Context: an optimization exercise on an open-source flow, tuned for small area, a short achievable clock period and few clock cycles per item. The choices shown serve that exercise and are no tape-out recipe. Only simulation tests tie the RTL to the original design; equivalence was not proved. No activity file was given, so power comes from the tool's default toggle rates.

===== flow/run.sh =====
#!/bin/bash
# synth_recipe.tcl (not shown) runs the flow's synth.tcl, then flattens the netlist and writes it again
# the make line also repeats each setting of config.mk as NAME=value (left out here)
make -C /OpenROAD-flow-scripts/flow DESIGN_CONFIG=/design/flow/config.mk WORK_HOME=/design/flow/orfs CLKGATE_MAP_FILE= SYNTH_SCRIPT=/design/flow/synth_recipe.tcl finish

===== flow/config.mk =====
export PLATFORM = sky130hd
export DESIGN_NAME = radix_string_to_integer_unit
export DESIGN_NICKNAME = radix_string_to_integer_unit
export VERILOG_FILES = /design/flow/design.v
export SDC_FILE = /design/flow/constraint.sdc
export NUM_CORES = 4
export LEC_CHECK = 0
export CAP_MARGIN = 20
export CORE_MARGIN = 2
export CORE_UTILIZATION = 40
export PLACE_DENSITY = 0.6
export SETUP_SLACK_MARGIN = 2.4
export SLEW_MARGIN = 20

===== flow/constraint.sdc =====
create_clock -name core_clock -period 6.5 [get_ports {i_clk}]
set_input_delay 1.3000 -clock core_clock [delete_from_list [all_inputs] [get_ports {i_clk}]]
set_output_delay 1.3000 -clock core_clock [all_outputs]
set_load 0.01 [all_outputs]

===== flow/design.v =====
package rsti_pkg;
    localparam int MAX_DIGITS = 16;
    localparam int IDX_W      = 4;
    localparam int CNT_W      = 5;
    localparam int VAL_W      = 64;
    localparam int LO_W       = 32;
    localparam int Q_DEPTH    = 2;
    localparam int Q_PTR_W    = 1;
    localparam int Q_CNT_W    = 2;
    localparam logic [7:0] CH_MINUS = 8'h2D;
    localparam logic [7:0] CH_PLUS  = 8'h2B;
    localparam logic [7:0] CH_SPACE = 8'h20;
    localparam logic [7:0] CH_LF    = 8'h0A;
    localparam logic [7:0] CH_TAB   = 8'h09;
    localparam logic [7:0] CH_CR    = 8'h0D;
    localparam logic [7:0] CH_VT    = 8'h0B;
    localparam logic [7:0] CH_FF    = 8'h0C;
    localparam logic [7:0] CH_NUL   = 8'h00;
    localparam logic [1:0] REG_RADIX       = 2'd0;
    localparam logic [1:0] REG_DIGIT_COUNT = 2'd1;
    localparam logic [1:0] REG_DIGITS_LOW  = 2'd2;
    localparam logic [1:0] REG_DIGITS_HIGH = 2'd3;
    localparam logic [4:0]  RST_RADIX       = 5'd10;
    localparam logic [4:0]  RST_DIGIT_COUNT = 5'd10;
    localparam logic [63:0] RST_DIGITS_LOW  = 64'h3736_3534_3332_3130;
    localparam logic [63:0] RST_DIGITS_HIGH = 64'h0000_0000_0000_3938;
    typedef enum logic [1:0] {
        PH_WS   = 2'd0,
        PH_SIGN = 2'd1,
        PH_DIG  = 2'd2,
        PH_DONE = 2'd3
    } t_phase;
    typedef struct packed {
        logic             first;
        logic             space;
        logic             minus;
        logic             plus;
        logic             hit;
        logic [3:0]       idx;
    } t_tok;
    function automatic logic [7:0] booth(input logic [4:0] r);
        logic one0, two0, neg0, one1, two1, neg1, one2, two2;
        one0 = r[0];
        two0 = r[1] && !r[0];
        neg0 = r[1];
        one1 = r[1] ^ r[2];
        two1 = (r[3:1] == 3'b011) || (r[3:1] == 3'b100);
        neg1 = r[3] && !(r[2] && r[1]);
        one2 = r[3] ^ r[4];
        two2 = r[3] && r[4];
        booth = {two2, one2, neg1, two1, one1, neg0, two0, one0};
    endfunction
endpackage
module rsti_front (
    input  logic                        i_clk,
    input  logic                        i_rst_n,
    input  logic                        i_valid,
    output logic                        o_ready,
    input  logic [7:0]                  i_ch,
    input  logic                        i_first,
    input  logic [rsti_pkg::CNT_W-1:0]  i_digit_count,
    input  logic [2*rsti_pkg::VAL_W-1:0] i_alphabet,
    output logic                        o_qvalid,
    output rsti_pkg::t_tok              o_qtok,
    input  logic                        i_qpop
);
    rsti_pkg::t_tok                     w_tok;
    rsti_pkg::t_tok                     r_tok;
    logic                               r_tvalid;
    logic [7:0]                         w_entry;
    logic                               w_big;
    always_comb begin
        w_big       = i_digit_count[4];
        w_tok.first = i_first;
        w_tok.space = (i_ch == rsti_pkg::CH_SPACE) || (i_ch == rsti_pkg::CH_LF) ||
                      (i_ch == rsti_pkg::CH_TAB) || (i_ch == rsti_pkg::CH_CR) ||
                      (i_ch == rsti_pkg::CH_VT) || (i_ch == rsti_pkg::CH_FF);
        w_tok.minus = (i_ch == rsti_pkg::CH_MINUS);
        w_tok.plus  = (i_ch == rsti_pkg::CH_PLUS);
        w_tok.hit   = 1'b0;
        w_tok.idx   = '0;
        w_entry     = '0;
        for (int k = rsti_pkg::MAX_DIGITS - 1; k >= 0; k--) begin
            w_entry = i_alphabet[8*k +: 8];
            if ((w_big || (4'(k) < i_digit_count[3:0])) && (w_entry != rsti_pkg::CH_NUL) &&
                (w_entry == i_ch)) begin
                w_tok.hit = 1'b1;
                w_tok.idx = rsti_pkg::IDX_W'(k);
            end
        end
    end
    assign o_ready  = i_qpop;
    assign o_qvalid = r_tvalid;
    assign o_qtok   = r_tok;
    always_ff @(posedge i_clk) begin
        if (i_qpop) begin
            r_tok <= w_tok;
        end
    end
    always_ff @(posedge i_clk) begin
        if (!i_rst_n) begin
            r_tvalid <= 1'b0;
        end else if (i_qpop) begin
            r_tvalid <= i_valid;
        end
    end
endmodule
module rsti_back (
    input  logic                          i_clk,
    input  logic                          i_rst_n,
    input  logic                          i_qvalid,
    input  rsti_pkg::t_tok                i_qtok,
    output logic                          o_qpop,
    input  logic [7:0]                    i_booth,
    input  logic [4:0]                    i_rm1,
    output logic                          o_valid,
    input  logic                          i_ready,
    output logic signed [rsti_pkg::VAL_W-1:0] o_value
);
    localparam int LO_W = rsti_pkg::LO_W;
    localparam int HI_W = rsti_pkg::VAL_W - LO_W;
    rsti_pkg::t_phase               r_phase;
    rsti_pkg::t_phase               n_phase;
    rsti_pkg::t_phase               w_ph;
    logic                           r_par;
    logic                           n_par;
    logic                           w_par;
    logic [LO_W-1:0]                r_lo;
    logic [HI_W-1:0]                r_hi;
    logic [LO_W-1:0]                w_lo_mac;
    logic                           w_lo_c;
    logic [4:0]                     w_lo_ca;
    logic [4:0]                     w_lo_cb;
    logic [4:0]                     w_carry;
    logic [HI_W-1:0]                w_hi_mac;
    logic [5:0]                     w_f;
    logic [LO_W-1:0]                w_lo_ld;
    logic [HI_W-1:0]                w_hi_ld;
    logic [4:0]                     r_ca;
    logic [4:0]                     r_cb;
    logic                           r_c;
    logic                           r_hmac;
    logic                           r_oval;
    logic                           w_run;
    logic                           w_pop;
    logic                           w_pre;
    logic                           w_emit;
    logic                           w_dig;
    logic                           w_rz;
    logic                           w_mac;
    logic                           w_load;
    logic                           w_lo_load;
    logic                           w_lo_step;
    logic                           w_lo_keep;
    logic                           w_hi_step;
    logic                           w_hi_keep;
    logic [LO_W-1:0]                w_lo_next;
    logic [HI_W-1:0]                w_hi_next;
    assign w_run   = !r_oval || i_ready;
    assign w_pop   = i_qvalid && w_run;
    assign o_qpop  = w_run;
    assign o_valid = r_oval;
    assign o_value = {r_hi, r_lo} ^ {rsti_pkg::VAL_W{r_par}};
    always_comb begin
        w_ph   = i_qtok.first ? rsti_pkg::PH_WS : r_phase;
        w_par  = i_qtok.first ? 1'b0 : r_par;
        w_pre  = (w_ph == rsti_pkg::PH_WS) || (w_ph == rsti_pkg::PH_SIGN);
        w_emit = 1'b0;
        w_dig  = 1'b0;
        n_phase = w_ph;
        n_par   = w_par;
        if (w_ph == rsti_pkg::PH_DONE) begin
            n_phase = rsti_pkg::PH_DONE;
        end else if ((w_ph == rsti_pkg::PH_WS) && i_qtok.space) begin
            n_phase = rsti_pkg::PH_WS;
        end else if (w_pre && i_qtok.minus) begin
            n_phase = rsti_pkg::PH_SIGN;
            n_par   = ~w_par;
        end else if (w_pre && i_qtok.plus) begin
            n_phase = rsti_pkg::PH_SIGN;
        end else if (i_qtok.hit) begin
            w_dig   = 1'b1;
            n_phase = rsti_pkg::PH_DIG;
        end else begin
            w_emit  = 1'b1;
            n_phase = rsti_pkg::PH_DONE;
        end
    end
    always_comb begin
        w_rz    = !(i_booth[0] || i_booth[1] || i_booth[3] || i_booth[4] ||
                    i_booth[6] || i_booth[7]);
        w_mac   = w_dig && !i_qtok.first && !w_rz;
        w_load  = i_qtok.first || (w_pre && i_qtok.minus) || (w_dig && w_rz);
        w_f     = 6'(i_qtok.idx) + (r_par ? 6'(i_rm1) : 6'd0);
        if (w_dig) begin
            w_lo_ld = w_par ? {{(LO_W-4){i_qtok.idx == '0}}, i_qtok.idx - 4'd1}
                            : LO_W'(i_qtok.idx);
            w_hi_ld = {HI_W{w_par && (i_qtok.idx == '0)}};
        end else begin
            w_lo_ld = {LO_W{n_par}};
            w_hi_ld = {HI_W{n_par}};
        end
    end
    rsti_mac_lo u_mac_lo (
        .i_v (r_lo),
        .i_b (i_booth),
        .i_f (w_f),
        .o_y (w_lo_mac),
        .o_c (w_lo_c),
        .o_ca (w_lo_ca),
        .o_cb (w_lo_cb)
    );
    assign w_carry = r_ca + r_cb + 5'(r_c);
    rsti_mac_hi u_mac_hi (
        .i_v (r_hi),
        .i_b (i_booth),
        .i_c (w_carry),
        .o_y (w_hi_mac)
    );
    always_comb begin
        w_lo_load = w_pop && w_load;
        w_lo_step = w_pop && w_mac;
        w_lo_keep = !(w_lo_load || w_lo_step);
        w_hi_step = r_hmac && !w_lo_load;
        w_hi_keep = !(w_lo_load || w_hi_step);
        w_lo_next = ({LO_W{w_lo_load}} & w_lo_ld) | ({LO_W{w_lo_step}} & w_lo_mac) |
                    ({LO_W{w_lo_keep}} & r_lo);
        w_hi_next = ({HI_W{w_lo_load}} & w_hi_ld) | ({HI_W{w_hi_step}} & w_hi_mac) |
                    ({HI_W{w_hi_keep}} & r_hi);
    end
    always_ff @(posedge i_clk) begin
        r_lo <= w_lo_next;
        r_hi <= w_hi_next;
        r_ca <= w_lo_ca;
        r_cb <= w_lo_cb;
        r_c  <= w_lo_c;
    end
    always_ff @(posedge i_clk) begin
        if (!i_rst_n) begin
            r_phase <= rsti_pkg::PH_DONE;
            r_par   <= 1'b0;
            r_oval  <= 1'b0;
            r_hmac  <= 1'b0;
        end else begin
            if (w_pop && w_emit) begin
                r_oval <= 1'b1;
            end else if (i_ready) begin
                r_oval <= 1'b0;
            end
            if (w_pop) begin
                r_phase <= n_phase;
                r_par   <= n_par;
            end
            r_hmac <= w_pop && w_mac;
        end
    end
endmodule
module rsti_mac_lo (
    input  logic [31:0] i_v,
    input  logic [7:0] i_b,
    input  logic [5:0] i_f,
    output logic [31:0] o_y,
    output logic o_c,
    output logic [4:0] o_ca,
    output logic [4:0] o_cb
);
    logic t0;
    logic t1;
    logic t2;
    logic t3;
    logic t4;
    logic t5;
    logic t6;
    logic t7;
    logic t8;
    logic t9;
    logic t10;
    logic t11;
    logic t12;
    logic t13;
    logic t14;
    logic t15;
    logic t16;
    logic t17;
    logic t18;
    logic t19;
    logic t20;
    logic t21;
    logic t22;
    logic t23;
    logic t24;
    logic t25;
    logic t26;
    logic t27;
    logic t28;
    logic t29;
    logic t30;
    logic t31;
    logic t32;
    logic t33;
    logic t34;
    logic t35;
    logic t36;
    logic t37;
    logic t38;
    logic t39;
    logic t40;
    logic t41;
    logic t42;
    logic t43;
    logic t44;
    logic t45;
    logic t46;
    logic t47;
    logic t48;
    logic t49;
    logic t50;
    logic t51;
    logic t52;
    logic t53;
    logic t54;
    logic t55;
    logic t56;
    logic t57;
    logic t58;
    logic t59;
    logic t60;
    logic t61;
    logic t62;
    logic t63;
    logic t64;
    logic t65;
    logic t66;
    logic t67;
    logic t68;
    logic t69;
    logic t70;
    logic t71;
    logic t72;
    logic t73;
    logic t74;
    logic t75;
    logic t76;
    logic t77;
    logic t78;
    logic t79;
    logic t80;
    logic t81;
    logic t82;
    logic t83;
    logic t84;
    logic t85;
    logic t86;
    logic t87;
    logic t88;
    logic t89;
    logic t90;
    logic t91;
    logic t92;
    logic t93;
    logic t94;
    logic t95;
    logic t96;
    logic t97;
    logic t98;
    logic t99;
    logic t100;
    logic t101;
    logic t102;
    logic t103;
    logic t104;
    logic t105;
    logic t106;
    logic t107;
    logic t108;
    logic t109;
    logic t110;
    logic t111;
    logic t112;
    logic t113;
    logic t114;
    logic t115;
    logic t116;
    logic t117;
    logic t118;
    logic t119;
    logic t120;
    logic t121;
    logic t122;
    logic t123;
    logic t124;
    logic t125;
    logic t126;
    logic t127;
    logic t128;
    logic t129;
    logic t130;
    logic t131;
    logic t132;
    logic t133;
    logic t134;
    logic t135;
    logic t136;
    logic t137;
    logic t138;
    logic t139;
    logic t140;
    logic t141;
    logic t142;
    logic t143;
    logic t144;
    logic t145;
    logic t146;
    logic t147;
    logic t148;
    logic t149;
    logic t150;
    logic t151;
    logic t152;
    logic t153;
    logic t154;
    logic t155;
    logic t156;
    logic t157;
    logic t158;
    logic t159;
    logic t160;
    logic t161;
    logic t162;
    logic t163;
    logic t164;
    logic t165;
    logic t166;
    logic t167;
    logic t168;
    logic t169;
    logic t170;
    logic t171;
    logic t172;
    logic t173;
    logic t174;
    logic t175;
    logic t176;
    logic t177;
    logic t178;
    logic t179;
    logic t180;
    logic t181;
    logic t182;
    logic t183;
    logic t184;
    logic t185;
    logic t186;
    logic t187;
    logic t188;
    logic t189;
    logic t190;
    logic t191;
    logic t192;
    logic t193;
    logic t194;
    logic t195;
    logic t196;
    logic t197;
    logic t198;
    logic t199;
    logic t200;
    logic t201;
    logic t202;
    logic t203;
    logic t204;
    logic t205;
    logic t206;
    logic t207;
    logic t208;
    logic t209;
    logic t210;
    logic t211;
    logic t212;
    logic t213;
    logic t214;
    logic t215;
    logic t216;
    logic t217;
    logic t218;
    logic t219;
    logic t220;
    logic t221;
    logic t222;
    logic t223;
    logic t224;
    logic t225;
    logic t226;
    logic t227;
    logic t228;
    logic t229;
    logic t230;
    logic t231;
    logic t232;
    logic t233;
    logic t234;
    logic t235;
    logic t236;
    logic t237;
    logic t238;
    logic t239;
    logic t240;
    logic t241;
    logic t242;
    assign t0 = ((i_b[0] & i_v[0])) ^ i_b[2];
    assign t1 = ((i_b[0] & i_v[1]) | (i_b[1] & i_v[0])) ^ i_b[2];
    assign t2 = ((i_b[0] & i_v[2]) | (i_b[1] & i_v[1])) ^ i_b[2];
    assign t3 = ((i_b[0] & i_v[3]) | (i_b[1] & i_v[2])) ^ i_b[2];
    assign t4 = ((i_b[0] & i_v[4]) | (i_b[1] & i_v[3])) ^ i_b[2];
    assign t5 = ((i_b[0] & i_v[5]) | (i_b[1] & i_v[4])) ^ i_b[2];
    assign t6 = ((i_b[0] & i_v[6]) | (i_b[1] & i_v[5])) ^ i_b[2];
    assign t7 = ((i_b[0] & i_v[7]) | (i_b[1] & i_v[6])) ^ i_b[2];
    assign t8 = ((i_b[0] & i_v[8]) | (i_b[1] & i_v[7])) ^ i_b[2];
    assign t9 = ((i_b[0] & i_v[9]) | (i_b[1] & i_v[8])) ^ i_b[2];
    assign t10 = ((i_b[0] & i_v[10]) | (i_b[1] & i_v[9])) ^ i_b[2];
    assign t11 = ((i_b[0] & i_v[11]) | (i_b[1] & i_v[10])) ^ i_b[2];
    assign t12 = ((i_b[0] & i_v[12]) | (i_b[1] & i_v[11])) ^ i_b[2];
    assign t13 = ((i_b[0] & i_v[13]) | (i_b[1] & i_v[12])) ^ i_b[2];
    assign t14 = ((i_b[0] & i_v[14]) | (i_b[1] & i_v[13])) ^ i_b[2];
    assign t15 = ((i_b[0] & i_v[15]) | (i_b[1] & i_v[14])) ^ i_b[2];
    assign t16 = ((i_b[0] & i_v[16]) | (i_b[1] & i_v[15])) ^ i_b[2];
    assign t17 = ((i_b[0] & i_v[17]) | (i_b[1] & i_v[16])) ^ i_b[2];
    assign t18 = ((i_b[0] & i_v[18]) | (i_b[1] & i_v[17])) ^ i_b[2];
    assign t19 = ((i_b[0] & i_v[19]) | (i_b[1] & i_v[18])) ^ i_b[2];
    assign t20 = ((i_b[0] & i_v[20]) | (i_b[1] & i_v[19])) ^ i_b[2];
    assign t21 = ((i_b[0] & i_v[21]) | (i_b[1] & i_v[20])) ^ i_b[2];
    assign t22 = ((i_b[0] & i_v[22]) | (i_b[1] & i_v[21])) ^ i_b[2];
    assign t23 = ((i_b[0] & i_v[23]) | (i_b[1] & i_v[22])) ^ i_b[2];
    assign t24 = ((i_b[0] & i_v[24]) | (i_b[1] & i_v[23])) ^ i_b[2];
    assign t25 = ((i_b[0] & i_v[25]) | (i_b[1] & i_v[24])) ^ i_b[2];
    assign t26 = ((i_b[0] & i_v[26]) | (i_b[1] & i_v[25])) ^ i_b[2];
    assign t27 = ((i_b[0] & i_v[27]) | (i_b[1] & i_v[26])) ^ i_b[2];
    assign t28 = ((i_b[0] & i_v[28]) | (i_b[1] & i_v[27])) ^ i_b[2];
    assign t29 = ((i_b[0] & i_v[29]) | (i_b[1] & i_v[28])) ^ i_b[2];
    assign t30 = ((i_b[0] & i_v[30]) | (i_b[1] & i_v[29])) ^ i_b[2];
    assign t31 = ((i_b[0] & i_v[31]) | (i_b[1] & i_v[30])) ^ i_b[2];
    assign t32 = ((i_b[1] & i_v[31])) ^ i_b[2];
    assign t33 = ((i_b[3] & i_v[0])) ^ i_b[5];
    assign t34 = ((i_b[3] & i_v[1]) | (i_b[4] & i_v[0])) ^ i_b[5];
    assign t35 = ((i_b[3] & i_v[2]) | (i_b[4] & i_v[1])) ^ i_b[5];
    assign t36 = ((i_b[3] & i_v[3]) | (i_b[4] & i_v[2])) ^ i_b[5];
    assign t37 = ((i_b[3] & i_v[4]) | (i_b[4] & i_v[3])) ^ i_b[5];
    assign t38 = ((i_b[3] & i_v[5]) | (i_b[4] & i_v[4])) ^ i_b[5];
    assign t39 = ((i_b[3] & i_v[6]) | (i_b[4] & i_v[5])) ^ i_b[5];
    assign t40 = ((i_b[3] & i_v[7]) | (i_b[4] & i_v[6])) ^ i_b[5];
    assign t41 = ((i_b[3] & i_v[8]) | (i_b[4] & i_v[7])) ^ i_b[5];
    assign t42 = ((i_b[3] & i_v[9]) | (i_b[4] & i_v[8])) ^ i_b[5];
    assign t43 = ((i_b[3] & i_v[10]) | (i_b[4] & i_v[9])) ^ i_b[5];
    assign t44 = ((i_b[3] & i_v[11]) | (i_b[4] & i_v[10])) ^ i_b[5];
    assign t45 = ((i_b[3] & i_v[12]) | (i_b[4] & i_v[11])) ^ i_b[5];
    assign t46 = ((i_b[3] & i_v[13]) | (i_b[4] & i_v[12])) ^ i_b[5];
    assign t47 = ((i_b[3] & i_v[14]) | (i_b[4] & i_v[13])) ^ i_b[5];
    assign t48 = ((i_b[3] & i_v[15]) | (i_b[4] & i_v[14])) ^ i_b[5];
    assign t49 = ((i_b[3] & i_v[16]) | (i_b[4] & i_v[15])) ^ i_b[5];
    assign t50 = ((i_b[3] & i_v[17]) | (i_b[4] & i_v[16])) ^ i_b[5];
    assign t51 = ((i_b[3] & i_v[18]) | (i_b[4] & i_v[17])) ^ i_b[5];
    assign t52 = ((i_b[3] & i_v[19]) | (i_b[4] & i_v[18])) ^ i_b[5];
    assign t53 = ((i_b[3] & i_v[20]) | (i_b[4] & i_v[19])) ^ i_b[5];
    assign t54 = ((i_b[3] & i_v[21]) | (i_b[4] & i_v[20])) ^ i_b[5];
    assign t55 = ((i_b[3] & i_v[22]) | (i_b[4] & i_v[21])) ^ i_b[5];
    assign t56 = ((i_b[3] & i_v[23]) | (i_b[4] & i_v[22])) ^ i_b[5];
    assign t57 = ((i_b[3] & i_v[24]) | (i_b[4] & i_v[23])) ^ i_b[5];
    assign t58 = ((i_b[3] & i_v[25]) | (i_b[4] & i_v[24])) ^ i_b[5];
    assign t59 = ((i_b[3] & i_v[26]) | (i_b[4] & i_v[25])) ^ i_b[5];
    assign t60 = ((i_b[3] & i_v[27]) | (i_b[4] & i_v[26])) ^ i_b[5];
    assign t61 = ((i_b[3] & i_v[28]) | (i_b[4] & i_v[27])) ^ i_b[5];
    assign t62 = ((i_b[3] & i_v[29]) | (i_b[4] & i_v[28])) ^ i_b[5];
    assign t63 = ((i_b[3] & i_v[30]) | (i_b[4] & i_v[29])) ^ i_b[5];
    assign t64 = ((i_b[3] & i_v[31]) | (i_b[4] & i_v[30])) ^ i_b[5];
    assign t65 = ((i_b[4] & i_v[31])) ^ i_b[5];
    assign t66 = (i_b[6] & i_v[0]);
    assign t67 = (i_b[6] & i_v[1]) | (i_b[7] & i_v[0]);
    assign t68 = (i_b[6] & i_v[2]) | (i_b[7] & i_v[1]);
    assign t69 = (i_b[6] & i_v[3]) | (i_b[7] & i_v[2]);
    assign t70 = (i_b[6] & i_v[4]) | (i_b[7] & i_v[3]);
    assign t71 = (i_b[6] & i_v[5]) | (i_b[7] & i_v[4]);
    assign t72 = (i_b[6] & i_v[6]) | (i_b[7] & i_v[5]);
    assign t73 = (i_b[6] & i_v[7]) | (i_b[7] & i_v[6]);
    assign t74 = (i_b[6] & i_v[8]) | (i_b[7] & i_v[7]);
    assign t75 = (i_b[6] & i_v[9]) | (i_b[7] & i_v[8]);
    assign t76 = (i_b[6] & i_v[10]) | (i_b[7] & i_v[9]);
    assign t77 = (i_b[6] & i_v[11]) | (i_b[7] & i_v[10]);
    assign t78 = (i_b[6] & i_v[12]) | (i_b[7] & i_v[11]);
    assign t79 = (i_b[6] & i_v[13]) | (i_b[7] & i_v[12]);
    assign t80 = (i_b[6] & i_v[14]) | (i_b[7] & i_v[13]);
    assign t81 = (i_b[6] & i_v[15]) | (i_b[7] & i_v[14]);
    assign t82 = (i_b[6] & i_v[16]) | (i_b[7] & i_v[15]);
    assign t83 = (i_b[6] & i_v[17]) | (i_b[7] & i_v[16]);
    assign t84 = (i_b[6] & i_v[18]) | (i_b[7] & i_v[17]);
    assign t85 = (i_b[6] & i_v[19]) | (i_b[7] & i_v[18]);
    assign t86 = (i_b[6] & i_v[20]) | (i_b[7] & i_v[19]);
    assign t87 = (i_b[6] & i_v[21]) | (i_b[7] & i_v[20]);
    assign t88 = (i_b[6] & i_v[22]) | (i_b[7] & i_v[21]);
    assign t89 = (i_b[6] & i_v[23]) | (i_b[7] & i_v[22]);
    assign t90 = (i_b[6] & i_v[24]) | (i_b[7] & i_v[23]);
    assign t91 = (i_b[6] & i_v[25]) | (i_b[7] & i_v[24]);
    assign t92 = (i_b[6] & i_v[26]) | (i_b[7] & i_v[25]);
    assign t93 = (i_b[6] & i_v[27]) | (i_b[7] & i_v[26]);
    assign t94 = (i_b[6] & i_v[28]) | (i_b[7] & i_v[27]);
    assign t95 = (i_b[6] & i_v[29]) | (i_b[7] & i_v[28]);
    assign t96 = (i_b[6] & i_v[30]) | (i_b[7] & i_v[29]);
    assign t97 = (i_b[6] & i_v[31]) | (i_b[7] & i_v[30]);
    assign t98 = (i_b[7] & i_v[31]);
    assign t99 = t2 ^ t33;
    assign t100 = t2 & t33;
    assign t101 = t3 ^ t34;
    assign t102 = t3 & t34;
    assign t103 = t4 ^ t35 ^ t66;
    assign t104 = (t4 & t35) | (t4 & t66) | (t35 & t66);
    assign t105 = t5 ^ t36 ^ t67;
    assign t106 = (t5 & t36) | (t5 & t67) | (t36 & t67);
    assign t107 = t6 ^ t37;
    assign t108 = t6 & t37;
    assign t109 = t7 ^ t38;
    assign t110 = t7 & t38;
    assign t111 = t8 ^ t39;
    assign t112 = t8 & t39;
    assign t113 = t9 ^ t40;
    assign t114 = t9 & t40;
    assign t115 = t10 ^ t41;
    assign t116 = t10 & t41;
    assign t117 = t11 ^ t42;
    assign t118 = t11 & t42;
    assign t119 = t12 ^ t43;
    assign t120 = t12 & t43;
    assign t121 = t13 ^ t44;
    assign t122 = t13 & t44;
    assign t123 = t14 ^ t45;
    assign t124 = t14 & t45;
    assign t125 = t15 ^ t46;
    assign t126 = t15 & t46;
    assign t127 = t16 ^ t47;
    assign t128 = t16 & t47;
    assign t129 = t17 ^ t48;
    assign t130 = t17 & t48;
    assign t131 = t18 ^ t49;
    assign t132 = t18 & t49;
    assign t133 = t19 ^ t50;
    assign t134 = t19 & t50;
    assign t135 = t20 ^ t51;
    assign t136 = t20 & t51;
    assign t137 = t21 ^ t52;
    assign t138 = t21 & t52;
    assign t139 = t22 ^ t53;
    assign t140 = t22 & t53;
    assign t141 = t23 ^ t54;
    assign t142 = t23 & t54;
    assign t143 = t24 ^ t55;
    assign t144 = t24 & t55;
    assign t145 = t25 ^ t56;
    assign t146 = t25 & t56;
    assign t147 = t26 ^ t57;
    assign t148 = t26 & t57;
    assign t149 = t27 ^ t58;
    assign t150 = t27 & t58;
    assign t151 = t28 ^ t59;
    assign t152 = t28 & t59;
    assign t153 = t29 ^ t60;
    assign t154 = t29 & t60;
    assign t155 = t30 ^ t61;
    assign t156 = t30 & t61;
    assign t157 = t31 ^ t62;
    assign t158 = t31 & t62;
    assign t159 = t32 ^ t63;
    assign t160 = t32 & t63;
    assign t161 = i_b[2] ^ t64;
    assign t162 = i_b[2] & t64;
    assign t163 = i_b[2] ^ t65;
    assign t164 = i_b[2] & t65;
    assign t165 = i_b[2] ^ i_b[5];
    assign t166 = i_b[2] & i_b[5];
    assign t167 = i_b[2] ^ i_b[5];
    assign t168 = i_b[2] & i_b[5];
    assign t169 = t0 ^ i_b[2];
    assign t170 = t0 & i_b[2];
    assign t171 = t1 ^ i_f[1];
    assign t172 = t1 & i_f[1];
    assign t173 = t99 ^ i_b[5] ^ i_f[2];
    assign t174 = (t99 & i_b[5]) | (t99 & i_f[2]) | (i_b[5] & i_f[2]);
    assign t175 = t100 ^ t101 ^ i_f[3];
    assign t176 = (t100 & t101) | (t100 & i_f[3]) | (t101 & i_f[3]);
    assign t177 = t102 ^ t103 ^ i_f[4];
    assign t178 = (t102 & t103) | (t102 & i_f[4]) | (t103 & i_f[4]);
    assign t179 = t104 ^ t105 ^ i_f[5];
    assign t180 = (t104 & t105) | (t104 & i_f[5]) | (t105 & i_f[5]);
    assign t181 = t106 ^ t107 ^ t68;
    assign t182 = (t106 & t107) | (t106 & t68) | (t107 & t68);
    assign t183 = t108 ^ t109 ^ t69;
    assign t184 = (t108 & t109) | (t108 & t69) | (t109 & t69);
    assign t185 = t110 ^ t111 ^ t70;
    assign t186 = (t110 & t111) | (t110 & t70) | (t111 & t70);
    assign t187 = t112 ^ t113 ^ t71;
    assign t188 = (t112 & t113) | (t112 & t71) | (t113 & t71);
    assign t189 = t114 ^ t115 ^ t72;
    assign t190 = (t114 & t115) | (t114 & t72) | (t115 & t72);
    assign t191 = t116 ^ t117 ^ t73;
    assign t192 = (t116 & t117) | (t116 & t73) | (t117 & t73);
    assign t193 = t118 ^ t119 ^ t74;
    assign t194 = (t118 & t119) | (t118 & t74) | (t119 & t74);
    assign t195 = t120 ^ t121 ^ t75;
    assign t196 = (t120 & t121) | (t120 & t75) | (t121 & t75);
    assign t197 = t122 ^ t123 ^ t76;
    assign t198 = (t122 & t123) | (t122 & t76) | (t123 & t76);
    assign t199 = t124 ^ t125 ^ t77;
    assign t200 = (t124 & t125) | (t124 & t77) | (t125 & t77);
    assign t201 = t126 ^ t127 ^ t78;
    assign t202 = (t126 & t127) | (t126 & t78) | (t127 & t78);
    assign t203 = t128 ^ t129 ^ t79;
    assign t204 = (t128 & t129) | (t128 & t79) | (t129 & t79);
    assign t205 = t130 ^ t131 ^ t80;
    assign t206 = (t130 & t131) | (t130 & t80) | (t131 & t80);
    assign t207 = t132 ^ t133 ^ t81;
    assign t208 = (t132 & t133) | (t132 & t81) | (t133 & t81);
    assign t209 = t134 ^ t135 ^ t82;
    assign t210 = (t134 & t135) | (t134 & t82) | (t135 & t82);
    assign t211 = t136 ^ t137 ^ t83;
    assign t212 = (t136 & t137) | (t136 & t83) | (t137 & t83);
    assign t213 = t138 ^ t139 ^ t84;
    assign t214 = (t138 & t139) | (t138 & t84) | (t139 & t84);
    assign t215 = t140 ^ t141 ^ t85;
    assign t216 = (t140 & t141) | (t140 & t85) | (t141 & t85);
    assign t217 = t142 ^ t143 ^ t86;
    assign t218 = (t142 & t143) | (t142 & t86) | (t143 & t86);
    assign t219 = t144 ^ t145 ^ t87;
    assign t220 = (t144 & t145) | (t144 & t87) | (t145 & t87);
    assign t221 = t146 ^ t147 ^ t88;
    assign t222 = (t146 & t147) | (t146 & t88) | (t147 & t88);
    assign t223 = t148 ^ t149 ^ t89;
    assign t224 = (t148 & t149) | (t148 & t89) | (t149 & t89);
    assign t225 = t150 ^ t151 ^ t90;
    assign t226 = (t150 & t151) | (t150 & t90) | (t151 & t90);
    assign t227 = t152 ^ t153 ^ t91;
    assign t228 = (t152 & t153) | (t152 & t91) | (t153 & t91);
    assign t229 = t154 ^ t155 ^ t92;
    assign t230 = (t154 & t155) | (t154 & t92) | (t155 & t92);
    assign t231 = t156 ^ t157 ^ t93;
    assign t232 = (t156 & t157) | (t156 & t93) | (t157 & t93);
    assign t233 = t158 ^ t159 ^ t94;
    assign t234 = (t158 & t159) | (t158 & t94) | (t159 & t94);
    assign t235 = t160 ^ t161 ^ t95;
    assign t236 = (t160 & t161) | (t160 & t95) | (t161 & t95);
    assign t237 = t162 ^ t163 ^ t96;
    assign t238 = (t162 & t163) | (t162 & t96) | (t163 & t96);
    assign t239 = t164 ^ t165 ^ t97;
    assign t240 = (t164 & t165) | (t164 & t97) | (t165 & t97);
    assign t241 = t166 ^ t167 ^ t98;
    assign t242 = (t166 & t167) | (t166 & t98) | (t167 & t98);
    assign {o_c, o_y} = {1'b0, t230, t228, t226, t224, t222, t220, t218, t216, t214, t212, t210, t208, t206, t204, t202, t200, t198, t196, t194, t192, t190, t188, t186, t184, t182, t180, t178, t176, t174, t172, t170, t169} + {1'b0, t231, t229, t227, t225, t223, t221, t219, t217, t215, t213, t211, t209, t207, t205, t203, t201, t199, t197, t195, t193, t191, t189, t187, t185, t183, t181, t179, t177, t175, t173, t171, i_f[0]};
    assign o_ca = {t240, t238, t236, t234, t232};
    assign o_cb = {t241, t239, t237, t235, t233};
endmodule
module rsti_mac_hi (
    input  logic [31:0] i_v,
    input  logic [7:0] i_b,
    input  logic [4:0] i_c,
    output logic [31:0] o_y
);
    logic t0;
    logic t1;
    logic t2;
    logic t3;
    logic t4;
    logic t5;
    logic t6;
    logic t7;
    logic t8;
    logic t9;
    logic t10;
    logic t11;
    logic t12;
    logic t13;
    logic t14;
    logic t15;
    logic t16;
    logic t17;
    logic t18;
    logic t19;
    logic t20;
    logic t21;
    logic t22;
    logic t23;
    logic t24;
    logic t25;
    logic t26;
    logic t27;
    logic t28;
    logic t29;
    logic t30;
    logic t31;
    logic t32;
    logic t33;
    logic t34;
    logic t35;
    logic t36;
    logic t37;
    logic t38;
    logic t39;
    logic t40;
    logic t41;
    logic t42;
    logic t43;
    logic t44;
    logic t45;
    logic t46;
    logic t47;
    logic t48;
    logic t49;
    logic t50;
    logic t51;
    logic t52;
    logic t53;
    logic t54;
    logic t55;
    logic t56;
    logic t57;
    logic t58;
    logic t59;
    logic t60;
    logic t61;
    logic t62;
    logic t63;
    logic t64;
    logic t65;
    logic t66;
    logic t67;
    logic t68;
    logic t69;
    logic t70;
    logic t71;
    logic t72;
    logic t73;
    logic t74;
    logic t75;
    logic t76;
    logic t77;
    logic t78;
    logic t79;
    logic t80;
    logic t81;
    logic t82;
    logic t83;
    logic t84;
    logic t85;
    logic t86;
    logic t87;
    logic t88;
    logic t89;
    logic t90;
    logic t91;
    logic t92;
    logic t93;
    logic t94;
    logic t95;
    logic t96;
    logic t97;
    logic t98;
    logic t99;
    logic t100;
    logic t101;
    logic t102;
    logic t103;
    logic t104;
    logic t105;
    logic t106;
    logic t107;
    logic t108;
    logic t109;
    logic t110;
    logic t111;
    logic t112;
    logic t113;
    logic t114;
    logic t115;
    logic t116;
    logic t117;
    logic t118;
    logic t119;
    logic t120;
    logic t121;
    logic t122;
    logic t123;
    logic t124;
    logic t125;
    logic t126;
    logic t127;
    logic t128;
    logic t129;
    logic t130;
    logic t131;
    logic t132;
    logic t133;
    logic t134;
    logic t135;
    logic t136;
    logic t137;
    logic t138;
    logic t139;
    logic t140;
    logic t141;
    logic t142;
    logic t143;
    logic t144;
    logic t145;
    logic t146;
    logic t147;
    logic t148;
    logic t149;
    logic t150;
    logic t151;
    logic t152;
    logic t153;
    logic t154;
    logic t155;
    logic t156;
    logic t157;
    logic t158;
    logic t159;
    logic t160;
    logic t161;
    logic t162;
    logic t163;
    logic t164;
    logic t165;
    logic t166;
    logic t167;
    logic t168;
    logic t169;
    logic t170;
    logic t171;
    logic t172;
    logic t173;
    logic t174;
    logic t175;
    logic t176;
    logic t177;
    logic t178;
    logic t179;
    logic t180;
    logic t181;
    logic t182;
    logic t183;
    logic t184;
    logic t185;
    logic t186;
    logic t187;
    logic t188;
    logic t189;
    logic t190;
    logic t191;
    logic t192;
    logic t193;
    logic t194;
    logic t195;
    logic t196;
    logic t197;
    logic t198;
    logic t199;
    logic t200;
    logic t201;
    logic t202;
    logic t203;
    logic t204;
    logic t205;
    logic t206;
    logic t207;
    logic t208;
    logic t209;
    logic t210;
    logic t211;
    logic t212;
    logic t213;
    assign t0 = ((i_b[0] & i_v[0])) ^ i_b[2];
    assign t1 = ((i_b[0] & i_v[1]) | (i_b[1] & i_v[0])) ^ i_b[2];
    assign t2 = ((i_b[0] & i_v[2]) | (i_b[1] & i_v[1])) ^ i_b[2];
    assign t3 = ((i_b[0] & i_v[3]) | (i_b[1] & i_v[2])) ^ i_b[2];
    assign t4 = ((i_b[0] & i_v[4]) | (i_b[1] & i_v[3])) ^ i_b[2];
    assign t5 = ((i_b[0] & i_v[5]) | (i_b[1] & i_v[4])) ^ i_b[2];
    assign t6 = ((i_b[0] & i_v[6]) | (i_b[1] & i_v[5])) ^ i_b[2];
    assign t7 = ((i_b[0] & i_v[7]) | (i_b[1] & i_v[6])) ^ i_b[2];
    assign t8 = ((i_b[0] & i_v[8]) | (i_b[1] & i_v[7])) ^ i_b[2];
    assign t9 = ((i_b[0] & i_v[9]) | (i_b[1] & i_v[8])) ^ i_b[2];
    assign t10 = ((i_b[0] & i_v[10]) | (i_b[1] & i_v[9])) ^ i_b[2];
    assign t11 = ((i_b[0] & i_v[11]) | (i_b[1] & i_v[10])) ^ i_b[2];
    assign t12 = ((i_b[0] & i_v[12]) | (i_b[1] & i_v[11])) ^ i_b[2];
    assign t13 = ((i_b[0] & i_v[13]) | (i_b[1] & i_v[12])) ^ i_b[2];
    assign t14 = ((i_b[0] & i_v[14]) | (i_b[1] & i_v[13])) ^ i_b[2];
    assign t15 = ((i_b[0] & i_v[15]) | (i_b[1] & i_v[14])) ^ i_b[2];
    assign t16 = ((i_b[0] & i_v[16]) | (i_b[1] & i_v[15])) ^ i_b[2];
    assign t17 = ((i_b[0] & i_v[17]) | (i_b[1] & i_v[16])) ^ i_b[2];
    assign t18 = ((i_b[0] & i_v[18]) | (i_b[1] & i_v[17])) ^ i_b[2];
    assign t19 = ((i_b[0] & i_v[19]) | (i_b[1] & i_v[18])) ^ i_b[2];
    assign t20 = ((i_b[0] & i_v[20]) | (i_b[1] & i_v[19])) ^ i_b[2];
    assign t21 = ((i_b[0] & i_v[21]) | (i_b[1] & i_v[20])) ^ i_b[2];
    assign t22 = ((i_b[0] & i_v[22]) | (i_b[1] & i_v[21])) ^ i_b[2];
    assign t23 = ((i_b[0] & i_v[23]) | (i_b[1] & i_v[22])) ^ i_b[2];
    assign t24 = ((i_b[0] & i_v[24]) | (i_b[1] & i_v[23])) ^ i_b[2];
    assign t25 = ((i_b[0] & i_v[25]) | (i_b[1] & i_v[24])) ^ i_b[2];
    assign t26 = ((i_b[0] & i_v[26]) | (i_b[1] & i_v[25])) ^ i_b[2];
    assign t27 = ((i_b[0] & i_v[27]) | (i_b[1] & i_v[26])) ^ i_b[2];
    assign t28 = ((i_b[0] & i_v[28]) | (i_b[1] & i_v[27])) ^ i_b[2];
    assign t29 = ((i_b[0] & i_v[29]) | (i_b[1] & i_v[28])) ^ i_b[2];
    assign t30 = ((i_b[0] & i_v[30]) | (i_b[1] & i_v[29])) ^ i_b[2];
    assign t31 = ((i_b[0] & i_v[31]) | (i_b[1] & i_v[30])) ^ i_b[2];
    assign t32 = ((i_b[3] & i_v[0])) ^ i_b[5];
    assign t33 = ((i_b[3] & i_v[1]) | (i_b[4] & i_v[0])) ^ i_b[5];
    assign t34 = ((i_b[3] & i_v[2]) | (i_b[4] & i_v[1])) ^ i_b[5];
    assign t35 = ((i_b[3] & i_v[3]) | (i_b[4] & i_v[2])) ^ i_b[5];
    assign t36 = ((i_b[3] & i_v[4]) | (i_b[4] & i_v[3])) ^ i_b[5];
    assign t37 = ((i_b[3] & i_v[5]) | (i_b[4] & i_v[4])) ^ i_b[5];
    assign t38 = ((i_b[3] & i_v[6]) | (i_b[4] & i_v[5])) ^ i_b[5];
    assign t39 = ((i_b[3] & i_v[7]) | (i_b[4] & i_v[6])) ^ i_b[5];
    assign t40 = ((i_b[3] & i_v[8]) | (i_b[4] & i_v[7])) ^ i_b[5];
    assign t41 = ((i_b[3] & i_v[9]) | (i_b[4] & i_v[8])) ^ i_b[5];
    assign t42 = ((i_b[3] & i_v[10]) | (i_b[4] & i_v[9])) ^ i_b[5];
    assign t43 = ((i_b[3] & i_v[11]) | (i_b[4] & i_v[10])) ^ i_b[5];
    assign t44 = ((i_b[3] & i_v[12]) | (i_b[4] & i_v[11])) ^ i_b[5];
    assign t45 = ((i_b[3] & i_v[13]) | (i_b[4] & i_v[12])) ^ i_b[5];
    assign t46 = ((i_b[3] & i_v[14]) | (i_b[4] & i_v[13])) ^ i_b[5];
    assign t47 = ((i_b[3] & i_v[15]) | (i_b[4] & i_v[14])) ^ i_b[5];
    assign t48 = ((i_b[3] & i_v[16]) | (i_b[4] & i_v[15])) ^ i_b[5];
    assign t49 = ((i_b[3] & i_v[17]) | (i_b[4] & i_v[16])) ^ i_b[5];
    assign t50 = ((i_b[3] & i_v[18]) | (i_b[4] & i_v[17])) ^ i_b[5];
    assign t51 = ((i_b[3] & i_v[19]) | (i_b[4] & i_v[18])) ^ i_b[5];
    assign t52 = ((i_b[3] & i_v[20]) | (i_b[4] & i_v[19])) ^ i_b[5];
    assign t53 = ((i_b[3] & i_v[21]) | (i_b[4] & i_v[20])) ^ i_b[5];
    assign t54 = ((i_b[3] & i_v[22]) | (i_b[4] & i_v[21])) ^ i_b[5];
    assign t55 = ((i_b[3] & i_v[23]) | (i_b[4] & i_v[22])) ^ i_b[5];
    assign t56 = ((i_b[3] & i_v[24]) | (i_b[4] & i_v[23])) ^ i_b[5];
    assign t57 = ((i_b[3] & i_v[25]) | (i_b[4] & i_v[24])) ^ i_b[5];
    assign t58 = ((i_b[3] & i_v[26]) | (i_b[4] & i_v[25])) ^ i_b[5];
    assign t59 = ((i_b[3] & i_v[27]) | (i_b[4] & i_v[26])) ^ i_b[5];
    assign t60 = ((i_b[3] & i_v[28]) | (i_b[4] & i_v[27])) ^ i_b[5];
    assign t61 = ((i_b[3] & i_v[29]) | (i_b[4] & i_v[28])) ^ i_b[5];
    assign t62 = (i_b[6] & i_v[0]);
    assign t63 = (i_b[6] & i_v[1]) | (i_b[7] & i_v[0]);
    assign t64 = (i_b[6] & i_v[2]) | (i_b[7] & i_v[1]);
    assign t65 = (i_b[6] & i_v[3]) | (i_b[7] & i_v[2]);
    assign t66 = (i_b[6] & i_v[4]) | (i_b[7] & i_v[3]);
    assign t67 = (i_b[6] & i_v[5]) | (i_b[7] & i_v[4]);
    assign t68 = (i_b[6] & i_v[6]) | (i_b[7] & i_v[5]);
    assign t69 = (i_b[6] & i_v[7]) | (i_b[7] & i_v[6]);
    assign t70 = (i_b[6] & i_v[8]) | (i_b[7] & i_v[7]);
    assign t71 = (i_b[6] & i_v[9]) | (i_b[7] & i_v[8]);
    assign t72 = (i_b[6] & i_v[10]) | (i_b[7] & i_v[9]);
    assign t73 = (i_b[6] & i_v[11]) | (i_b[7] & i_v[10]);
    assign t74 = (i_b[6] & i_v[12]) | (i_b[7] & i_v[11]);
    assign t75 = (i_b[6] & i_v[13]) | (i_b[7] & i_v[12]);
    assign t76 = (i_b[6] & i_v[14]) | (i_b[7] & i_v[13]);
    assign t77 = (i_b[6] & i_v[15]) | (i_b[7] & i_v[14]);
    assign t78 = (i_b[6] & i_v[16]) | (i_b[7] & i_v[15]);
    assign t79 = (i_b[6] & i_v[17]) | (i_b[7] & i_v[16]);
    assign t80 = (i_b[6] & i_v[18]) | (i_b[7] & i_v[17]);
    assign t81 = (i_b[6] & i_v[19]) | (i_b[7] & i_v[18]);
    assign t82 = (i_b[6] & i_v[20]) | (i_b[7] & i_v[19]);
    assign t83 = (i_b[6] & i_v[21]) | (i_b[7] & i_v[20]);
    assign t84 = (i_b[6] & i_v[22]) | (i_b[7] & i_v[21]);
    assign t85 = (i_b[6] & i_v[23]) | (i_b[7] & i_v[22]);
    assign t86 = (i_b[6] & i_v[24]) | (i_b[7] & i_v[23]);
    assign t87 = (i_b[6] & i_v[25]) | (i_b[7] & i_v[24]);
    assign t88 = (i_b[6] & i_v[26]) | (i_b[7] & i_v[25]);
    assign t89 = (i_b[6] & i_v[27]) | (i_b[7] & i_v[26]);
    assign t90 = t2 ^ t32;
    assign t91 = t2 & t32;
    assign t92 = t3 ^ t33;
    assign t93 = t3 & t33;
    assign t94 = t4 ^ t34 ^ t62;
    assign t95 = (t4 & t34) | (t4 & t62) | (t34 & t62);
    assign t96 = t5 ^ t35;
    assign t97 = t5 & t35;
    assign t98 = t6 ^ t36;
    assign t99 = t6 & t36;
    assign t100 = t7 ^ t37;
    assign t101 = t7 & t37;
    assign t102 = t8 ^ t38;
    assign t103 = t8 & t38;
    assign t104 = t9 ^ t39;
    assign t105 = t9 & t39;
    assign t106 = t10 ^ t40;
    assign t107 = t10 & t40;
    assign t108 = t11 ^ t41;
    assign t109 = t11 & t41;
    assign t110 = t12 ^ t42;
    assign t111 = t12 & t42;
    assign t112 = t13 ^ t43;
    assign t113 = t13 & t43;
    assign t114 = t14 ^ t44;
    assign t115 = t14 & t44;
    assign t116 = t15 ^ t45;
    assign t117 = t15 & t45;
    assign t118 = t16 ^ t46;
    assign t119 = t16 & t46;
    assign t120 = t17 ^ t47;
    assign t121 = t17 & t47;
    assign t122 = t18 ^ t48;
    assign t123 = t18 & t48;
    assign t124 = t19 ^ t49;
    assign t125 = t19 & t49;
    assign t126 = t20 ^ t50;
    assign t127 = t20 & t50;
    assign t128 = t21 ^ t51;
    assign t129 = t21 & t51;
    assign t130 = t22 ^ t52;
    assign t131 = t22 & t52;
    assign t132 = t23 ^ t53;
    assign t133 = t23 & t53;
    assign t134 = t24 ^ t54;
    assign t135 = t24 & t54;
    assign t136 = t25 ^ t55;
    assign t137 = t25 & t55;
    assign t138 = t26 ^ t56;
    assign t139 = t26 & t56;
    assign t140 = t27 ^ t57;
    assign t141 = t27 & t57;
    assign t142 = t28 ^ t58;
    assign t143 = t28 & t58;
    assign t144 = t29 ^ t59;
    assign t145 = t29 & t59;
    assign t146 = t30 ^ t60;
    assign t147 = t30 & t60;
    assign t148 = t31 ^ t61;
    assign t149 = t31 & t61;
    assign t150 = t0 ^ i_b[2];
    assign t151 = t0 & i_b[2];
    assign t152 = t1 ^ i_c[1];
    assign t153 = t1 & i_c[1];
    assign t154 = t90 ^ i_b[5] ^ i_c[2];
    assign t155 = (t90 & i_b[5]) | (t90 & i_c[2]) | (i_b[5] & i_c[2]);
    assign t156 = t91 ^ t92 ^ i_c[3];
    assign t157 = (t91 & t92) | (t91 & i_c[3]) | (t92 & i_c[3]);
    assign t158 = t93 ^ t94 ^ i_c[4];
    assign t159 = (t93 & t94) | (t93 & i_c[4]) | (t94 & i_c[4]);
    assign t160 = t95 ^ t96 ^ t63;
    assign t161 = (t95 & t96) | (t95 & t63) | (t96 & t63);
    assign t162 = t97 ^ t98 ^ t64;
    assign t163 = (t97 & t98) | (t97 & t64) | (t98 & t64);
    assign t164 = t99 ^ t100 ^ t65;
    assign t165 = (t99 & t100) | (t99 & t65) | (t100 & t65);
    assign t166 = t101 ^ t102 ^ t66;
    assign t167 = (t101 & t102) | (t101 & t66) | (t102 & t66);
    assign t168 = t103 ^ t104 ^ t67;
    assign t169 = (t103 & t104) | (t103 & t67) | (t104 & t67);
    assign t170 = t105 ^ t106 ^ t68;
    assign t171 = (t105 & t106) | (t105 & t68) | (t106 & t68);
    assign t172 = t107 ^ t108 ^ t69;
    assign t173 = (t107 & t108) | (t107 & t69) | (t108 & t69);
    assign t174 = t109 ^ t110 ^ t70;
    assign t175 = (t109 & t110) | (t109 & t70) | (t110 & t70);
    assign t176 = t111 ^ t112 ^ t71;
    assign t177 = (t111 & t112) | (t111 & t71) | (t112 & t71);
    assign t178 = t113 ^ t114 ^ t72;
    assign t179 = (t113 & t114) | (t113 & t72) | (t114 & t72);
    assign t180 = t115 ^ t116 ^ t73;
    assign t181 = (t115 & t116) | (t115 & t73) | (t116 & t73);
    assign t182 = t117 ^ t118 ^ t74;
    assign t183 = (t117 & t118) | (t117 & t74) | (t118 & t74);
    assign t184 = t119 ^ t120 ^ t75;
    assign t185 = (t119 & t120) | (t119 & t75) | (t120 & t75);
    assign t186 = t121 ^ t122 ^ t76;
    assign t187 = (t121 & t122) | (t121 & t76) | (t122 & t76);
    assign t188 = t123 ^ t124 ^ t77;
    assign t189 = (t123 & t124) | (t123 & t77) | (t124 & t77);
    assign t190 = t125 ^ t126 ^ t78;
    assign t191 = (t125 & t126) | (t125 & t78) | (t126 & t78);
    assign t192 = t127 ^ t128 ^ t79;
    assign t193 = (t127 & t128) | (t127 & t79) | (t128 & t79);
    assign t194 = t129 ^ t130 ^ t80;
    assign t195 = (t129 & t130) | (t129 & t80) | (t130 & t80);
    assign t196 = t131 ^ t132 ^ t81;
    assign t197 = (t131 & t132) | (t131 & t81) | (t132 & t81);
    assign t198 = t133 ^ t134 ^ t82;
    assign t199 = (t133 & t134) | (t133 & t82) | (t134 & t82);
    assign t200 = t135 ^ t136 ^ t83;
    assign t201 = (t135 & t136) | (t135 & t83) | (t136 & t83);
    assign t202 = t137 ^ t138 ^ t84;
    assign t203 = (t137 & t138) | (t137 & t84) | (t138 & t84);
    assign t204 = t139 ^ t140 ^ t85;
    assign t205 = (t139 & t140) | (t139 & t85) | (t140 & t85);
    assign t206 = t141 ^ t142 ^ t86;
    assign t207 = (t141 & t142) | (t141 & t86) | (t142 & t86);
    assign t208 = t143 ^ t144 ^ t87;
    assign t209 = (t143 & t144) | (t143 & t87) | (t144 & t87);
    assign t210 = t145 ^ t146 ^ t88;
    assign t211 = (t145 & t146) | (t145 & t88) | (t146 & t88);
    assign t212 = t147 ^ t148 ^ t89;
    assign t213 = (t147 & t148) | (t147 & t89) | (t148 & t89);
    assign o_y = {t211, t209, t207, t205, t203, t201, t199, t197, t195, t193, t191, t189, t187, t185, t183, t181, t179, t177, t175, t173, t171, t169, t167, t165, t163, t161, t159, t157, t155, t153, t151, t150} + {t212, t210, t208, t206, t204, t202, t200, t198, t196, t194, t192, t190, t188, t186, t184, t182, t180, t178, t176, t174, t172, t170, t168, t166, t164, t162, t160, t158, t156, t154, t152, i_c[0]};
endmodule
module radix_string_to_integer_unit (
    input  logic                              i_clk,
    input  logic                              i_rst_n,
    input  logic                              i_valid,
    output logic                              o_ready,
    input  logic [7:0]                        i_ch,
    input  logic                              i_first,
    output logic                              o_valid,
    input  logic                              i_ready,
    output logic signed [rsti_pkg::VAL_W-1:0] o_value,
    input  logic                              i_cfg_we,
    input  logic [1:0]                        i_cfg_idx,
    input  logic [rsti_pkg::VAL_W-1:0]        i_cfg_data
);
    logic [7:0]                  r_booth;
    logic [4:0]                  r_rm1;
    logic [rsti_pkg::CNT_W-1:0]  r_digit_count;
    logic [rsti_pkg::VAL_W-1:0]  r_digits_low;
    logic [rsti_pkg::VAL_W-1:0]  r_digits_high;
    logic                        w_qvalid;
    rsti_pkg::t_tok              w_qtok;
    logic                        w_qpop;
    always_ff @(posedge i_clk) begin
        if (!i_rst_n) begin
            r_booth       <= rsti_pkg::booth(rsti_pkg::RST_RADIX);
            r_rm1         <= rsti_pkg::RST_RADIX - 5'd1;
            r_digit_count <= rsti_pkg::RST_DIGIT_COUNT;
            r_digits_low  <= rsti_pkg::RST_DIGITS_LOW;
            r_digits_high <= rsti_pkg::RST_DIGITS_HIGH;
        end else if (i_cfg_we) begin
            case (i_cfg_idx)
                rsti_pkg::REG_RADIX: begin
                    r_booth <= rsti_pkg::booth(i_cfg_data[4:0]);
                    r_rm1   <= i_cfg_data[4:0] - 5'd1;
                end
                rsti_pkg::REG_DIGIT_COUNT: r_digit_count <= i_cfg_data[4:0];
                rsti_pkg::REG_DIGITS_LOW:  r_digits_low  <= i_cfg_data;
                rsti_pkg::REG_DIGITS_HIGH: r_digits_high <= i_cfg_data;
                default: begin
                end
            endcase
        end
    end
    rsti_front u_front (
        .i_clk         (i_clk),
        .i_rst_n       (i_rst_n),
        .i_valid       (i_valid),
        .o_ready       (o_ready),
        .i_ch          (i_ch),
        .i_first       (i_first),
        .i_digit_count (r_digit_count),
        .i_alphabet    ({r_digits_high, r_digits_low}),
        .o_qvalid      (w_qvalid),
        .o_qtok        (w_qtok),
        .i_qpop        (w_qpop)
    );
    rsti_back u_back (
        .i_clk    (i_clk),
        .i_rst_n  (i_rst_n),
        .i_qvalid (w_qvalid),
        .i_qtok   (w_qtok),
        .o_qpop   (w_qpop),
        .i_booth  (r_booth),
        .i_rm1    (r_rm1),
        .o_valid  (o_valid),
        .i_ready  (i_ready),
        .o_value  (o_value)
    );
endmodule

==> run notes, run 1 <==
number of diodes added for antenna fixing=0; fin crit period=4.13 ns; antenna violations before repair=1; share of layout cells above drive strength 1=0.107; part of the power in combinational logic=0.718; maximum root-to-sink buffer count=3; vias in the first global route=17,800; count of cells along the worst hold path=2; starting density of the core=0.402; maximum fanout along the worst path=11; highest-count cells in the layout ignoring fill and taps=sky130_fd_sc_hd__nand2_1, sky130_fd_sc_hd__xnor2_1, sky130_fd_sc_hd__dfxtp_1; Via Count=18,100; final slew viol count=0; post-detailed-route count of antenna-violating nets=0; Std-Cell Rows=82; clock insertion delay at the later pin of the skew report=0.60 ns; cell count after placement=3,045; startpoint of the worst hold path=r_digits_high[34]$_SDFFE_PN0P_; number of violations of the max-capacitance limit=0; number of cells on the worst reg-to-reg path=16; total non-filler cell area in the finished layout=24,000 um^2; worst setup slack after placement=1.59 ns; capturing element type of the critical path=register; root buffer cell=sky130_fd_sc_hd__clkbuf_16; PnR worst setup slack=2.37 ns; final hold vios=0; width of the chip=228 um; fmax=0.242 GHz; primary flip-flop cell chosen by synthesis mapping=sky130_fd_sc_hd__dfxtp_1; worst-case vdd ir drop=0.330 mV; core region area=49,900 um^2; post-detailed-routing wire length=61,600 um; number of primary I/O pins=146; reported net switching power=6280 uW; Finish-stage setup viols=0; top cell type by total area after synthesis=sky130_fd_sc_hd__dfxtp_1; share of the synthesized area in the top cell type=0.227; critical path startpoint category=register; EDFF count, synth=9; TritonRoute pass-1 iters=7; commonest non-fill, non-tap cell in the layout=sky130_fd_sc_hd__nand2_1; critical path class=reg2reg; number of vias per cell=5.76; TritonCTS clock tree=built; GRT Util Overall=0.230; fraction of registers with async set/reset=0; headroom to the max-slew limit=0.318; flip-flop and latch count after synthesis=236; cell-internal power=7220 uW; Net count, final=2,739; FF-to-FF End=u_back.r_hi[25]$_DFF_P_; average cell area after synthesis=8.29 um^2; number of input and output port buffers inserted=145; count of cell types in the netlist=77; final global-route overflow total=0; net count after synthesis=2,708; Setup TNS Final=0 ns; Post-Route Skew=0.0238 ns; slew at the pin closest to its max-slew limit=1.02 ns; maximum number of pins on one net before global-route repair=92; total cell area at the placement stage=21,800 um^2; floorplan die height=228 um; fraction of power spent switching nets=0.465; global-route wire length before repair=98,100 um; Worst R2R Setup Slack=2.37 ns; total of hold buffers inserted after clock tree synthesis=0; Yosys Warn Count=3; clock buffer count from CTS=30; sink count of the clock tree=236; total die area=52,000 um^2; number of DRC violations after detailed routing=0; area delta synth->final=19.7%; Reg power frac=0.149; Post-Synthesis Cells=2,419; Clock Pin Slew Worst Setup and Hold Paths=0.06 ns; number of DRC markers after the initial detailed-route iteration=1,579; final routed wire length divided by cell count=19.6 um; CTS H-tree depth=1; result of the run=no timing/DRC/antenna violations; placed wire-length estimate after detailed placement=42,400 um; proportion of power drawn by the clock network=0.133; overall power consumption=13,500 uW; post-synthesis sequential area ratio=0.240; Cell Count, Final, Fillers Out=3,144; final weighted congestion in routability-driven placement=0.899; unrepaired setup endpoints after global routing=true; Static Leakage=0.00953 uW; area of the mapped netlist=20,100 um^2; path class of the lowest-slack min-delay path=reg2reg; most area-consuming cells after synthesis=sky130_fd_sc_hd__dfxtp_1, sky130_fd_sc_hd__xnor2_1, sky130_fd_sc_hd__ha_1; Hold EP=r_digits_high[34]$_SDFFE_PN0P_; worst reg2reg startpoint=r_booth[3]$_SDFFE_PN1P_; WP data required=6.97 ns; period utilization=0.635; worst path arrival time=4.60 ns; PwrDens=563 nW/um^2; filler cell count=4,783
## metrics by stage
stage	util	hold WS, ns
after floorplan	-	0.447
after global placement	0.437	0.466
after detailed placement	0.437	0.473
after CTS	0.473	0.484
after global routing	0.481	0.511
final	0.481	0.482
## cells by family after synthesis
| group | after synthesis | share of synthesized area |
|---|---|---|
| AOI/OAI and AO/OA | 652 | 0.227 |
| xor gates and xnor gates | 373 | 0.163 |
| adders and majority gates | 209 | 0.157 |
| buffers and inverters | 291 | 0.0572 |
| DFF | 236 | 0.240 |
| muxes | 20 | 0.00998 |
| and+or+nand+nor | 638 | 0.146 |
## power groups by stage
stage	clock network, uW	registers [uW]	logic [uW]
finish	1800	2010	9690
global route	1890	2030	10700
CTS	1830	2000	8940
detailed placement	0	2040	8180
global placement	0	2040	8110
floorplan	0	1710	6650
## Yosys cell counts, types with 8 or more instances
cell type,instances
sky130_fd_sc_hd__nor4_1,30
sky130_fd_sc_hd__nor3b_1,8
sky130_fd_sc_hd__nor2_1,50
sky130_fd_sc_hd__o21ai_0,84
sky130_fd_sc_hd__a211oi_1,15
sky130_fd_sc_hd__dfxtp_1,227
sky130_fd_sc_hd__inv_1,66
sky130_fd_sc_hd__a22o_1,55
sky130_fd_sc_hd__buf_1,37
sky130_fd_sc_hd__nand2_1,342
sky130_fd_sc_hd__fa_1,70
sky130_fd_sc_hd__xnor2_1,233
sky130_fd_sc_hd__a21oi_1,113
sky130_fd_sc_hd__o21a_1,8
sky130_fd_sc_hd__and3_1,10
sky130_fd_sc_hd__nand4_1,21
sky130_fd_sc_hd__a22oi_1,127
sky130_fd_sc_hd__nor3_1,29
sky130_fd_sc_hd__edfxtp_1,9
sky130_fd_sc_hd__xor2_1,140
sky130_fd_sc_hd__nand3_1,81
sky130_fd_sc_hd__a21o_1,30
sky130_fd_sc_hd__nand2b_1,18
sky130_fd_sc_hd__ha_1,139
sky130_fd_sc_hd__buf_2,13
sky130_fd_sc_hd__and2_1,9
sky130_fd_sc_hd__clkbuf_1,167
sky130_fd_sc_hd__nor2b_1,14
sky130_fd_sc_hd__o211ai_1,22
sky130_fd_sc_hd__a21boi_0,97
sky130_fd_sc_hd__mux2i_1,20
sky130_fd_sc_hd__a31oi_1,19
## area by class of cell
type,count,area [um^2],share of cell area
clock buffer,43,890,0.0371
tap,672,841,0.0350
sequential,236,4860,0.203
inverter,67,251,0.0105
multi-input combinational,1892,14700,0.612
timing repair buffer,223,2270,0.0946
clock inverter,11,186,0.00777
## layer usage
layer  up-vias  GRT usage  share of wire
li1       8542          -              -
met1      8798      0.309           0.44
met2       652      0.385           0.46
met3       115     0.0301          0.065
met4         2     0.0723          0.030
met5         -          0        0.00031
## flip-flops by register name, summed over array words and instances, names as in the netlist, 2 cells and up
name	cells
r_digits_high	64
r_digits_low	64
u_back.r_hi	32
u_back.r_lo	32
u_front.r_tok	9
r_booth	8
r_digit_count	5
r_rm1	5
u_back.r_ca	5
u_back.r_cb	5
u_back.r_phase	2
## timing repair
| item | 4_1_cts | 5_1_grt |
|---|---|---|
| resized for setup | 84 | 68 |
| pin swaps | 42 | 51 |
| endpoints found under the setup margin | 49 | 40 |
| gates cloned | 3 | 0 |
| buffers inserted | 30 | 12 |
## worst max path at each step
stage,startpoint,end
floorplan,r_booth[2]$_SDFFE_PN1P_,u_back.r_hi[14]$_DFF_P_
global placement,r_booth[0]$_SDFFE_PN0P_,u_back.r_hi[31]$_DFF_P_
detailed placement,r_booth[3]$_SDFFE_PN1P_,u_back.r_lo[29]$_DFF_P_
CTS,r_booth[3]$_SDFFE_PN1P_,u_back.r_hi[31]$_DFF_P_
global route,u_back.r_par$_SDFFE_PN0P_,u_back.r_lo[29]$_DFF_P_
finish,r_booth[3]$_SDFFE_PN1P_,u_back.r_hi[25]$_DFF_P_
## worst max-delay path, stage by stage (launching register included)
cell                       delay, ns
sky130_fd_sc_hd__dfxtp_4        0.36
sky130_fd_sc_hd__buf_4          0.18
sky130_fd_sc_hd__a22oi_1        0.27
sky130_fd_sc_hd__xnor2_1        0.20
sky130_fd_sc_hd__fa_1           0.49
sky130_fd_sc_hd__fa_2           0.56
sky130_fd_sc_hd__inv_2          0.04
sky130_fd_sc_hd__ha_4           0.29
sky130_fd_sc_hd__nand4_1        0.17
sky130_fd_sc_hd__a311oi_4       0.41
sky130_fd_sc_hd__nor4_4         0.08
sky130_fd_sc_hd__buf_4          0.18
sky130_fd_sc_hd__o31ai_4        0.26
sky130_fd_sc_hd__o31ai_1        0.14
sky130_fd_sc_hd__xnor2_1        0.14
sky130_fd_sc_hd__mux2i_1        0.17
sky130_fd_sc_hd__o21ai_2        0.06
Testbench counts, summed over its fixed seeds: cycles 18,815, items 18,783.
==> run 2: changes to the inputs <==
--- a/flow/config.mk
+++ b/flow/config.mk
@@ -10,4 +10,4 @@
 export CORE_UTILIZATION = 40
 export PLACE_DENSITY = 0.6
-export SETUP_SLACK_MARGIN = 2.4
+export SETUP_SLACK_MARGIN = 2.8
 export SLEW_MARGIN = 20
==> run 2 against run 1 <==
  * Non-clock buffer count rose by 38
  * Critical path depth fell by 1
  * Critical path type unchanged
  * Clock skew rose by 0.0058 ns
  * Combinational power rose by 15%
  * Utilization rose by 1.6 points
  * First-iteration DRC count fell by 15%
  * Area after synthesis did not move
  * Still clean on timing, DRC and antenna
  * Synthesized cell count did not move
  * Power rose by 9.9%
==> run notes, run 2 <==
TritonRoute pass-1 iters=6; fmax=0.246 GHz; Net count, final=2,776; WP data required=6.96 ns; net count after synthesis=2,708; fin crit period=4.06 ns; startpoint of the worst hold path=r_digits_low[10]$_SDFFE_PN0P_; FF-to-FF End=u_back.r_hi[27]$_DFF_P_; final hold vios=0; starting density of the core=0.402; Final Core Density=0.498; commonest non-fill, non-tap cell in the layout=sky130_fd_sc_hd__nand2_1; final weighted congestion in routability-driven placement=0.881; top cell type by total area after synthesis=sky130_fd_sc_hd__dfxtp_1; Post-Route Skew=0.0296 ns; number of DRC violations after detailed routing=0; number of input and output port buffers inserted=145; most area-consuming cells after synthesis=sky130_fd_sc_hd__dfxtp_1, sky130_fd_sc_hd__xnor2_1, sky130_fd_sc_hd__ha_1; maximum root-to-sink buffer count=3; critical path's largest stage delay=0.57 ns; capturing element type of the critical path=register; fraction of registers with async set/reset=0; Finish-stage setup viols=0; cell chain of the critical path=buf_6, a22oi_1, xnor2_1, fa_1, fa_2, inv_2, ha_4, nand4_1, a311oi_4, nor4_4, nor2_2, nand4_1, a21oi_2, xnor2_1, o21ai_1; floorplan die height=228 um; area delta synth->final=23.7%; termination of the worst setup path=u_back.r_hi[27]$_DFF_P_; total die area=52,000 um^2; primary flip-flop cell chosen by synthesis mapping=sky130_fd_sc_hd__dfxtp_1; placed wire-length estimate after detailed placement=41,400 um; number of vias per cell=5.78; result of the run=no timing/DRC/antenna violations; count leader, synth=sky130_fd_sc_hd__nand2_1; share of the synthesized area in the top cell type=0.227; unrepaired setup endpoints after global routing=true; CTS H-tree depth=1; global-route wire length before repair=100,000 um; share of layout cells above drive strength 1=0.150; Via Count=18,400; final slew viol count=0; critical path class=reg2reg; flip-flop and latch count after synthesis=236; worst-case vdd ir drop=0.358 mV; maximum number of pins on one net before global-route repair=105; clock insertion delay at the later pin of the skew report=0.60 ns; headroom to the max-slew limit=0.315; number of cells on the worst reg-to-reg path=15; final routed wire length divided by cell count=20.2 um; Setup TNS Final=0 ns
-- run 2: worst reg2reg max path, stage by stage (launching register included) --
cell                       delay [ns]
sky130_fd_sc_hd__dfxtp_4         0.45
sky130_fd_sc_hd__buf_6           0.20
sky130_fd_sc_hd__a22oi_1         0.10
sky130_fd_sc_hd__xnor2_1         0.27
sky130_fd_sc_hd__fa_1            0.49
sky130_fd_sc_hd__fa_2            0.57
sky130_fd_sc_hd__inv_2           0.05
sky130_fd_sc_hd__ha_4            0.29
sky130_fd_sc_hd__nand4_1         0.16
sky130_fd_sc_hd__a311oi_4        0.48
sky130_fd_sc_hd__nor4_4          0.11
sky130_fd_sc_hd__nor2_2          0.20
sky130_fd_sc_hd__nand4_1         0.16
sky130_fd_sc_hd__a21oi_2         0.18
sky130_fd_sc_hd__xnor2_1         0.14
sky130_fd_sc_hd__o21ai_1         0.08
-- run 2: worst min-delay path by stage --
stage | endpoint | slack, ns | depth (start not counted)
floorplan | r_rm1[3]$_SDFFE_PN1P_ | 0.45 | 2
global placement | r_digits_low[2]$_SDFFE_PN0P_ | 0.47 | 2
detailed placement | r_digits_low[10]$_SDFFE_PN0P_ | 0.47 | 2
CTS | r_digits_low[10]$_SDFFE_PN0P_ | 0.48 | 2
global route | r_digits_high[12]$_SDFFE_PN1P_ | 0.51 | 2
finish | r_digits_low[10]$_SDFFE_PN0P_ | 0.48 | 2
-- run 2: final cells by class --
type / instances / area, um^2 / share of cell area
Clock buffer: 40 / 827 / 0.0333
Inverter: 67 / 251 / 0.0101
Sequential cell: 236 / 4870 / 0.196
Clock inverter: 13 / 164 / 0.00660
Timing Repair Buffer: 261 / 2640 / 0.106
Multi-Input combinational cell: 1892 / 15200 / 0.613
Tap cell: 672 / 841 / 0.0339
Antenna cell: 1 / 2.50 / 0.000101
-- run 2: logic make-up (layout without fill, tap and decap cells) --
kind of cell    Yosys count  count (layout)  synth area share
mux                      20              20           0.00998
buf+inv                 291             381            0.0572
compound gates          652             652             0.227
xor+xnor                373             373             0.163
other cells               0               1                 0
simple gates            638             638             0.146
flops                   236             236             0.240
fa+ha+maj               209             209             0.157
-- run 2: stage by stage --
stage / setup slack (ns) / total power (uW)
3_5_place_dp: 1.68 / 10500
3_3_place_gp: 1.75 / 10400
4_1_cts: 2.51 / 13600
5_1_grt: 2.33 / 15900
6_report: 2.44 / 14800
2_1_floorplan: 2.59 / 8580
-- run 2: layer usage --
metal	track usage	share of wire	vias to the layer above	wire length, um
met5	0	0.00020	-	13
met3	0.0399	0.067	131	4310
li1	-	-	8628	-
met4	0.0731	0.033	2	2140
met2	0.391	0.46	655	29900
met1	0.314	0.43	8988	27900
-- run 2: power breakdown --
group	switching (uW)	internal, uW	total, uW
Sequential	389	1630	2020
Clock	703	1010	1710
Combinational	5840	5260	11100
-- run 2: repair_timing --
item | in CTS | in global routing
endpoints found under the setup margin | 104 | 59
gates cloned | 0 | 2
pin swaps | 77 | 53
setup buffers | 61 | 26
resized for setup | 143 | 96
